This design comes from an exercise in tuning for small area on the open sky130 flow, not from production work.
The RTL was checked by simulation tests, not by an equivalence proof against the original design.

Setup of build 23:
==> flow/design.v <==
module force_wb_scheduler #(
  parameter int NUM_SRC    = 4,
  parameter int WB_WIDTH   = 112,
  parameter int FIFO_DEPTH = 8
) (
  input  logic                        clk,
  input  logic                        rst,
  input  logic                        phase_done,
  input  logic [NUM_SRC*WB_WIDTH-1:0] src_wb_out,
  input  logic [NUM_SRC-1:0]          src_wb_valid,
  input  logic [NUM_SRC-1:0]          src_all_ref_issued,
  output logic [NUM_SRC-1:0]          src_ready,
  output logic [NUM_SRC-1:0]          src_start_wb,
  output logic [WB_WIDTH-1:0]         net_out,
  output logic                        net_valid,
  input  logic                        net_ready,
  output logic                        busy,
  output logic                        wb_done,
  output logic                        overflow
);
  localparam int AW = $clog2(FIFO_DEPTH);
  localparam int CW = AW + 1;
  localparam int SW = (NUM_SRC > 1) ? $clog2(NUM_SRC) : 1;
  localparam logic [CW-1:0] DEPTH_C  = FIFO_DEPTH;
  localparam logic [CW-1:0] ALMOST_C = FIFO_DEPTH - 1;
  localparam logic [SW-1:0] LAST_SRC = NUM_SRC - 1;
  typedef enum logic [1:0] {IDLE, START, DRAIN, FLUSH} state_t;
  state_t state, next_state;
  logic [SW-1:0] cur_src, next_src;
  logic [SW-1:0] rr_ptr;
  logic any_valid;
  logic [NUM_SRC-1:0] push, pop, start_vec, sel_oh;
  logic [NUM_SRC-1:0] nonempty_next, sel_next;
  logic [SW-1:0] rr_next;
  localparam int NSL = 4;                
  localparam int SLW = WB_WIDTH / NSL;    
  logic [NUM_SRC*FIFO_DEPTH*NSL-1:0] rsel;
  logic [WB_WIDTH-1:0] rdata [NUM_SRC*FIFO_DEPTH];
  for (genvar g = 0; g < NUM_SRC; g++) begin : g_src
    logic [AW-1:0] wr_ptr, rd_ptr;
    logic [CW-1:0] count, count_next;
    assign wr_ptr = rd_ptr + count[AW-1:0];
    assign count_next = (push[g] == pop[g]) ? count : push[g] ? count + 1'b1 : count - 1'b1;
    assign nonempty_next[g] = (count_next != '0);
    assign pop[g] = sel_oh[g] && net_ready;
    assign push[g] = src_wb_valid[g] && (!count[AW] || pop[g]);
    assign src_ready[g] = (count < ALMOST_C);
    for (genvar s = 0; s < FIFO_DEPTH; s++) begin : g_slot
      localparam logic [AW-1:0] SI = s;
      logic [WB_WIDTH-1:0] word;
      logic [NSL-1:0] we, re;
      for (genvar k = 0; k < NSL; k++) begin : g_sl
        fwb_and2 u_we (.a(push[g]), .b(wr_ptr == SI), .y(we[k]));
        fwb_and2 u_re (.a(sel_oh[g]), .b(rd_ptr == SI), .y(re[k]));
        always_ff @(posedge clk) begin
          if (we[k]) word[k*SLW +: SLW] <= src_wb_out[g*WB_WIDTH + k*SLW +: SLW];
        end
        assign rsel[(g*FIFO_DEPTH+s)*NSL+k] = re[k];
      end
      assign rdata[g*FIFO_DEPTH+s] = word;
    end
    always_ff @(posedge clk or negedge rst) begin
      if (!rst) begin
        rd_ptr <= '0;
        count  <= '0;
      end else begin
        if (pop[g]) rd_ptr <= rd_ptr + 1'b1;
        count <= count_next;
      end
    end
  end
  logic [2*NUM_SRC-1:0] ne2, first2;
  logic [NUM_SRC-1:0] rot, first;
  always_comb begin
    ne2 = {nonempty_next, nonempty_next} >> rr_next;    
    rot = ne2[NUM_SRC-1:0];
    first = rot & ~(rot - 1'b1);                        
    first2 = {first, first} << rr_next;
    sel_next = first2[2*NUM_SRC-1:NUM_SRC];
  end
  always_ff @(posedge clk or negedge rst) begin
    if (!rst) sel_oh <= '0;
    else      sel_oh <= sel_next;
  end
  assign any_valid = |sel_oh;
  for (genvar b = 0; b < WB_WIDTH; b++) begin : g_rd
    logic [9:0] y;
    logic [2:0] p;
    for (genvar j = 0; j < 10; j++) begin : g_aoi
      fwb_aoi222 u_aoi (
        .a1(rdata[3*j][b]),   .a2(rsel[(3*j)*NSL + b/SLW]),
        .b1(rdata[3*j+1][b]), .b2(rsel[(3*j+1)*NSL + b/SLW]),
        .c1(rdata[3*j+2][b]), .c2(rsel[(3*j+2)*NSL + b/SLW]),
        .y(y[j]));
    end
    fwb_nand4 u_n0 (.a(y[0]), .b(y[1]), .c(y[2]), .d(y[3]), .y(p[0]));
    fwb_nand4 u_n1 (.a(y[4]), .b(y[5]), .c(y[6]), .d(y[7]), .y(p[1]));
    fwb_last  u_n2 (.a1(rdata[30][b]), .a2(rsel[30*NSL + b/SLW]), .b1(rdata[31][b]), .b2(rsel[31*NSL + b/SLW]),
                    .p(y[8]), .q(y[9]), .y(p[2]));
    fwb_or3   u_o  (.a(p[0]), .b(p[1]), .c(p[2]), .y(net_out[b]));
  end
  assign net_valid = any_valid;
  logic [SW-1:0] sel_bin;
  always_comb begin
    sel_bin = '0;
    for (int i = 0; i < NUM_SRC; i++) if (sel_oh[i]) sel_bin = sel_bin | i[SW-1:0];
  end
  assign rr_next = (any_valid && net_ready) ? sel_bin + 1'b1 : rr_ptr;
  always_ff @(posedge clk or negedge rst) begin
    if (!rst) rr_ptr <= '0;
    else      rr_ptr <= rr_next;
  end
  always_ff @(posedge clk or negedge rst) begin
    if (!rst) begin
      state   <= IDLE;
      cur_src <= '0;
    end else begin
      state   <= next_state;
      cur_src <= next_src;
    end
  end
  always_comb begin
    next_state = state;
    next_src   = cur_src;
    start_vec  = '0;
    wb_done    = 1'b0;
    case (state)
      IDLE: begin
        if (phase_done) begin
          next_state = START;
          next_src   = '0;
        end
      end
      START: begin
        start_vec[cur_src] = 1'b1;
        next_state = DRAIN;
      end
      DRAIN: begin
        if (src_all_ref_issued[cur_src]) begin
          if (cur_src == LAST_SRC) begin
            next_state = FLUSH;
          end else begin
            next_src   = cur_src + 1'b1;
            next_state = START;
          end
        end
      end
      FLUSH: begin
        if (!any_valid) begin
          wb_done    = 1'b1;
          next_state = IDLE;
        end
      end
      default: next_state = IDLE;
    endcase
  end
  assign src_start_wb = start_vec;
  assign busy = (state != IDLE);
  logic [NUM_SRC-1:0] refused;
  assign refused = src_wb_valid & ~push;
  always_ff @(posedge clk or negedge rst) begin
    if (!rst) overflow <= 1'b0;
    else if (|refused) overflow <= 1'b1;
  end
endmodule
module fwb_aoi222 (
  input  logic a1, a2, b1, b2, c1, c2,
  output logic y
);
  assign y = ~((a1 & a2) | (b1 & b2) | (c1 & c2));
endmodule
module fwb_last (
  input  logic a1, a2, b1, b2, p, q,
  output logic y
);
  assign y = ~(p & q & ~((a1 & a2) | (b1 & b2)));
endmodule
module fwb_nand4 (
  input  logic a, b, c, d,
  output logic y
);
  assign y = ~(a & b & c & d);
endmodule
module fwb_or3 (
  input  logic a, b, c,
  output logic y
);
  assign y = a | b | c;
endmodule
module fwb_and2 (
  input  logic a, b,
  output logic y
);
  assign y = a & b;
endmodule
export LEC_CHECK = 0
export CAP_MARGIN = 20
export CORE_MARGIN = 2
export CORE_UTILIZATION = 55
export SLEW_MARGIN = 20
export SYNTH_HIERARCHICAL = 1
create_clock -name core_clock -period 6.0 [get_ports {clk}]
standard.sh (not shown) runs the stock make flow with config.mk's settings and CLKGATE_MAP_FILE= SYNTH_SCRIPT=/design/flow/synth_recipe.tcl, a recipe that flattens the netlist after the stock synthesis.
==> flow/flow/run.sh <==
#!/bin/bash
# Standard ORFS layout with two changes: port buffers are plain buf_1 cells (resized by repair
# as needed), and the clock tree uses larger sink clusters and no dummy loads.
set -euo pipefail
export BUFFER_PORTS_ARGS="-buffer_cell sky130_fd_sc_hd__buf_1"
export CTS_ARGS="-sink_clustering_enable -repair_clock_nets -sink_clustering_size 28 -sink_clustering_max_diameter 80 -dont_use_dummy_load"
bash standard.sh > standard.log 2>&1
Every stage of the flow completed for build 23, and the final layout passed the timing, DRC and antenna checks.
--- input diff build 23..trial 79 ---
==> flow/design.v, changed modules only <==
module force_wb_scheduler #(
  parameter int NUM_SRC    = 4,
  parameter int WB_WIDTH   = 112,
  parameter int FIFO_DEPTH = 8
) (
  input  logic                        clk,
  input  logic                        rst,
  input  logic                        phase_done,
  input  logic [NUM_SRC*WB_WIDTH-1:0] src_wb_out,
  input  logic [NUM_SRC-1:0]          src_wb_valid,
  input  logic [NUM_SRC-1:0]          src_all_ref_issued,
  output logic [NUM_SRC-1:0]          src_ready,
  output logic [NUM_SRC-1:0]          src_start_wb,
  output logic [WB_WIDTH-1:0]         net_out,
  output logic                        net_valid,
  input  logic                        net_ready,
  output logic                        busy,
  output logic                        wb_done,
  output logic                        overflow
);
  localparam int AW = $clog2(FIFO_DEPTH);
  localparam int CW = AW + 1;
  localparam int SW = (NUM_SRC > 1) ? $clog2(NUM_SRC) : 1;
  localparam logic [CW-1:0] DEPTH_C  = FIFO_DEPTH;
  localparam logic [CW-1:0] ALMOST_C = FIFO_DEPTH - 1;
  localparam logic [SW-1:0] LAST_SRC = NUM_SRC - 1;
  typedef enum logic [1:0] {IDLE, START, DRAIN, FLUSH} state_t;
  state_t state, next_state;
  logic [SW-1:0] cur_src, next_src;
  logic [SW-1:0] rr_ptr;
  logic any_valid;
  logic [NUM_SRC-1:0] push, pop, nonempty, start_vec, sel_oh;
  localparam int NSL = 4;                
  localparam int SLW = WB_WIDTH / NSL;    
  logic [NUM_SRC*FIFO_DEPTH*NSL-1:0] rsel;
  logic [WB_WIDTH-1:0] rdata [NUM_SRC*FIFO_DEPTH];
  for (genvar g = 0; g < NUM_SRC; g++) begin : g_src
    logic [AW-1:0] wr_ptr, rd_ptr;
    logic [CW-1:0] count;
    assign wr_ptr = rd_ptr + count[AW-1:0];
    assign nonempty[g] = (count != '0);
    assign pop[g] = sel_oh[g] && net_ready;
    assign push[g] = src_wb_valid[g] && (!count[AW] || pop[g]);
    assign src_ready[g] = (count < ALMOST_C);
    for (genvar s = 0; s < FIFO_DEPTH; s++) begin : g_slot
      localparam logic [AW-1:0] SI = s;
      logic [WB_WIDTH-1:0] word;
      logic [NSL-1:0] we, re;
      for (genvar k = 0; k < NSL; k++) begin : g_sl
        fwb_and2 u_we (.a(push[g]), .b(wr_ptr == SI), .y(we[k]));
        fwb_and2 u_re (.a(sel_oh[g]), .b(rd_ptr == SI), .y(re[k]));
        always_ff @(posedge clk) begin
          if (we[k]) word[k*SLW +: SLW] <= src_wb_out[g*WB_WIDTH + k*SLW +: SLW];
        end
        assign rsel[(g*FIFO_DEPTH+s)*NSL+k] = re[k];
      end
      assign rdata[g*FIFO_DEPTH+s] = word;
    end
    always_ff @(posedge clk or negedge rst) begin
      if (!rst) begin
        rd_ptr <= '0;
        count  <= '0;
      end else begin
        if (pop[g]) rd_ptr <= rd_ptr + 1'b1;
        if (push[g] != pop[g]) count <= push[g] ? count + 1'b1 : count - 1'b1;
      end
    end
  end
  logic [2*NUM_SRC-1:0] ne2, first2;
  logic [NUM_SRC-1:0] rot, first;
  always_comb begin
    ne2 = {nonempty, nonempty} >> rr_ptr;    
    rot = ne2[NUM_SRC-1:0];
    first = rot & ~(rot - 1'b1);             
    first2 = {first, first} << rr_ptr;
    sel_oh = first2[2*NUM_SRC-1:NUM_SRC];
  end
  assign any_valid = |nonempty;
  for (genvar b = 0; b < WB_WIDTH; b++) begin : g_rd
    logic [9:0] y;
    logic [2:0] p;
    for (genvar j = 0; j < 10; j++) begin : g_aoi
      fwb_aoi222 u_aoi (
        .a1(rdata[3*j][b]),   .a2(rsel[(3*j)*NSL + b/SLW]),
        .b1(rdata[3*j+1][b]), .b2(rsel[(3*j+1)*NSL + b/SLW]),
        .c1(rdata[3*j+2][b]), .c2(rsel[(3*j+2)*NSL + b/SLW]),
        .y(y[j]));
    end
    fwb_nand4 u_n0 (.a(y[0]), .b(y[1]), .c(y[2]), .d(y[3]), .y(p[0]));
    fwb_nand4 u_n1 (.a(y[4]), .b(y[5]), .c(y[6]), .d(y[7]), .y(p[1]));
    fwb_last  u_n2 (.a1(rdata[30][b]), .a2(rsel[30*NSL + b/SLW]), .b1(rdata[31][b]), .b2(rsel[31*NSL + b/SLW]),
                    .p(y[8]), .q(y[9]), .y(p[2]));
    fwb_or3   u_o  (.a(p[0]), .b(p[1]), .c(p[2]), .y(net_out[b]));
  end
  assign net_valid = any_valid;
  logic [SW-1:0] sel_bin;
  always_comb begin
    sel_bin = '0;
    for (int i = 0; i < NUM_SRC; i++) if (sel_oh[i]) sel_bin = sel_bin | i[SW-1:0];
  end
  always_ff @(posedge clk or negedge rst) begin
    if (!rst) begin
      rr_ptr <= '0;
    end else if (any_valid && net_ready) begin
      rr_ptr <= sel_bin + 1'b1;
    end
  end
  always_ff @(posedge clk or negedge rst) begin
    if (!rst) begin
      state   <= IDLE;
      cur_src <= '0;
    end else begin
      state   <= next_state;
      cur_src <= next_src;
    end
  end
  always_comb begin
    next_state = state;
    next_src   = cur_src;
    start_vec  = '0;
    wb_done    = 1'b0;
    case (state)
      IDLE: begin
        if (phase_done) begin
          next_state = START;
          next_src   = '0;
        end
      end
      START: begin
        start_vec[cur_src] = 1'b1;
        next_state = DRAIN;
      end
      DRAIN: begin
        if (src_all_ref_issued[cur_src]) begin
          if (cur_src == LAST_SRC) begin
            next_state = FLUSH;
          end else begin
            next_src   = cur_src + 1'b1;
            next_state = START;
          end
        end
      end
      FLUSH: begin
        if (nonempty == '0) begin
          wb_done    = 1'b1;
          next_state = IDLE;
        end
      end
      default: next_state = IDLE;
    endcase
  end
  assign src_start_wb = start_vec;
  assign busy = (state != IDLE);
  logic [NUM_SRC-1:0] refused;
  assign refused = src_wb_valid & ~push;
  always_ff @(posedge clk or negedge rst) begin
    if (!rst) overflow <= 1'b0;
    else if (|refused) overflow <= 1'b1;
  end
endmodule
## What came out
Relative to build 23, worst-case hold slack decreased by 0.070 ns in trial 79.
Build 23 has higher final critical-path setup slack than trial 79.
Taking build 23 as the reference point, the detail-routed net length per standard cell of trial 79 falls by 0.42 um.
Flip-flop and latch count after synthesis of build 23 is on par with trial 79.
Max clock buffer count across trial 79 and build 23: trial 79
Of trial 79 and build 23, build 23 shows the higher post-detailed-routing wire length, with trial 79 below it.
There was hardly any difference in register area between build 23 and trial 79.
Compared trial 79 vs build 23, and layout inverter count without the clock tree is up in trial 79.
Overall via count from detail_route ends up lower on build 23.
All-layer global routing usage ends up higher on build 23.

[static timing again, ports no longer ideal]
Ports are ideal in the flow. The routed layouts listed here were re-timed in OpenROAD.
Step 1 (the two cells are an assumption about what drives the block):
set clk [get_ports {clk}]
set_driving_cell -lib_cell sky130_fd_sc_hd__clkbuf_16 $clk
set_driving_cell -lib_cell sky130_fd_sc_hd__buf_2 [delete_from_list [all_inputs] $clk]
Step 2 adds t to the input delays and takes it off the output delays; t is the mean of the earliest and latest rising clock arrival at the registers after step 1. Input paths then give back, and output paths get back, about the clock's delay inside the block.
a / b / c = ideal ports / drivers / drivers and shift; a / b = the first two.
run	t, ns	slack for setup (ns)	slew at the worst register clock pin (ns)	worst slew at a driven data input, ns
build 23	0.913	0.378 / 0.276 / 1.190	0.11 / 0.11	0.23
trial 79	0.927	0.138 / 0.032 / 0.959	0.11 / 0.11	0.22
After both steps every run listed still meets setup and hold.
